This design comes from an exercise in tuning for small area and a short achievable clock period on the open sky130 flow, not from production work.
Function was checked by simulation only, so behaviour that the tests miss may differ from the original.
Power figures rest on the tool's default switching activity, not on a simulated workload.

==> flow/design.v (excerpt) <==
module usb_device #(
   parameter int EP_DEPTH = 64             
) (
   input  logic              clk,
   input  logic              rst,
   input  logic              usb_reset,    
   input  logic              rx_valid,     
   input  logic              rx_active,    
   input  logic [7:0]        rx_data,
   output logic              tx_valid,     
   output logic [7:0]        tx_data,
   input  logic              tx_ready,
   input  logic              cfg_req,
   input  logic [1:0]        cfg_op,
   input  logic              cfg_ep,
   input  logic [6:0]        cfg_data,
   output logic              cfg_ack,
   input  logic              ep0_out_rd,
   output logic [7:0]        ep0_out_dout,
   output logic              ep0_out_empty,
   input  logic              ep0_in_wr,
   input  logic [7:0]        ep0_in_din,
   output logic              ep0_in_full,
   input  logic              ep1_in_wr,
   input  logic [7:0]        ep1_in_din,
   output logic              ep1_in_full
);
==> flow/config.mk <==
export PLATFORM = sky130hd
export DESIGN_NAME = usb_device
export DESIGN_NICKNAME = usb_device
export VERILOG_FILES = /design/flow/design.v
export SDC_FILE = /design/flow/constraint.sdc
export NUM_CORES = 4
export LEC_CHECK = 0
export CAP_MARGIN = 20
export CORE_MARGIN = 2
export CORE_UTILIZATION = 50
export CTS_CLUSTER_DIAMETER = 120
export CTS_CLUSTER_SIZE = 30
export PLACE_DENSITY = 0.65
export SETUP_SLACK_MARGIN = 2.05
export SLEW_MARGIN = 20
==> flow/constraint.sdc <==
create_clock -name core_clock -period 4.2 [get_ports {clk}]
set_input_delay 0.8400 -clock core_clock [delete_from_list [all_inputs] [get_ports {clk}]]
set_output_delay 0.8400 -clock core_clock [all_outputs]
set_load 0.01 [all_outputs]
run.sh (not shown) runs the stock make flow with config.mk's settings and CLKGATE_MAP_FILE= SYNTH_SCRIPT=/design/flow/synth_recipe.tcl, a recipe that flattens the netlist after the stock synthesis.
The first run passed the timing, design-rule and antenna checks.
Change:
- CELL_PAD_IN_SITES_GLOBAL_PLACEMENT: unset -> 0
- SETUP_SLACK_MARGIN: 2.05 -> 2.0
What happened:
- The changed run completed with no timing, DRC or antenna violations
- count of clock-buffer cells in the layout climbs by 15
- final area is about the same
- flip-flop and latch count does not change
- combinational power stays flat
- clock power climbs by 2.9%
- via count drops by about 0.5%
- setup slack is better by 0.0094 ns
- worst hold slack is worse by 0.016 ns
- synthesized area does not change


usb_device again, from the RTL that the note above started with.
clock: 4.2 ns
lec_check: 0
cap_margin: 20
core_margin: 2
core_utilization: 40
cts_cluster_diameter: 120
cts_cluster_size: 30
setup_slack_margin: 2.0
slew_margin: 20
tns_end_percent: 20
Rerun with:
CORE_UTILIZATION = 55   (was 40)
PLACE_DENSITY = 0.68   (was unset)
TNS_END_PERCENT = unset   (was 20)
What happened: Final area increases by 0.31%; routed wire length goes down by 1.5%; global-route usage rises by 8.1 points; worst setup slack is better by 36 ps; clock skew shrinks by 27 ps; sequential share of layout area drops by 0.18 points; clock power fell by about 1%.


## old
Starting RTL as in the previous note.
export LEC_CHECK = 0
export CAP_MARGIN = 20
export CORE_MARGIN = 2
export CORE_UTILIZATION = 50
export CTS_CLUSTER_DIAMETER = 100
export CTS_CLUSTER_SIZE = 24
export PLACE_DENSITY = 0.65
export SETUP_SLACK_MARGIN = 2.0
export SLEW_MARGIN = 20
create_clock -name core_clock -period 4.2 [get_ports {clk}]
## Diff of input files: new against old
# old
export LEC_CHECK = 0
export CAP_MARGIN = 20
export CORE_MARGIN = 2
export CORE_UTILIZATION = 50
export CTS_CLUSTER_DIAMETER = 100
export CTS_CLUSTER_SIZE = 24
export PLACE_DENSITY = 0.65
export SETUP_SLACK_MARGIN = 2.0
export SLEW_MARGIN = 20
create_clock -name core_clock -period 4.2 [get_ports {clk}]
# new
export LEC_CHECK = 0
export CAP_MARGIN = 20
export CORE_MARGIN = 2
export CORE_UTILIZATION = 50
export CTS_CLUSTER_DIAMETER = 120
export CTS_CLUSTER_SIZE = 30
export PLACE_DENSITY = 0.65
export SETUP_SLACK_MARGIN = 2.0
export SLEW_MARGIN = 20
create_clock -name core_clock -period 4.2 [get_ports {clk}]
Results
Share of total power in combinational logic delta (old -> new): insignificant
old vs new, end point of the critical path: ep0_in_fifo_i.head[4]$_DFFE_PP_ vs ep0_in_fifo_i.count[3]$_SDFFE_PP0P_
In new the relative contribution of the clock network to total power turned out 1.7 points lower than in old.
new ends up with lower met1 layer wirelength in the final routing than old does.
Summary of new over old: via count now sits at about the same level; instance count along the most critical hold path closely matched the old numbers; met2 layer usage reported by global route has increased.
new and old ended up with roughly the same cell area.

[separate check: timing with driven ports]
Ports are ideal in the flow. The routed layouts listed here were re-timed in OpenROAD. Step 1 (the two cells are an assumption about what drives the block):
set clk [get_ports {clk}]
set_driving_cell -lib_cell sky130_fd_sc_hd__clkbuf_16 $clk
set_driving_cell -lib_cell sky130_fd_sc_hd__buf_2 [delete_from_list [all_inputs] $clk]
Step 2 adds t to the input delays and takes it off the output delays; t is the mean of the earliest and latest rising clock arrival at the registers after step 1. Input paths then give back, and output paths get back, about the clock's delay inside the block. Slacks: ideal ports / drivers / drivers and shift; pairs: ideal ports / drivers.
run	t (ns)	setup WS [ns]	worst hold slack (ns)	worst setup path at the end	latest minus earliest clock arrival (ns)
the first run of note 1	0.798	1.986 / 1.916 / 1.222	0.429 / 0.429 / 0.429	input to register	0.050 / 0.050
the second run of note 1	0.778	1.995 / 1.964 / 1.254	0.413 / 0.413 / 0.413	input to register	0.057 / 0.057
the first run of note 2	0.774	1.873 / 1.877 / 1.136	0.431 / 0.431 / 0.431	input to register	0.067 / 0.067
the second run of note 2	0.772	1.909 / 1.968 / 1.196	0.428 / 0.370 / 0.428	input to register	0.042 / 0.041
old	0.794	1.974 / 1.958 / 1.230	0.426 / 0.416 / 0.426	input to register	0.050 / 0.050
new	0.778	1.995 / 1.964 / 1.254	0.413 / 0.413 / 0.413	input to register	0.057 / 0.057
After both steps setup and hold are still met in every run listed. For the first run of note 1, which loses most, drivers alone change the setup slack by -0.070 ns; drivers and shift together by -0.764 ns.
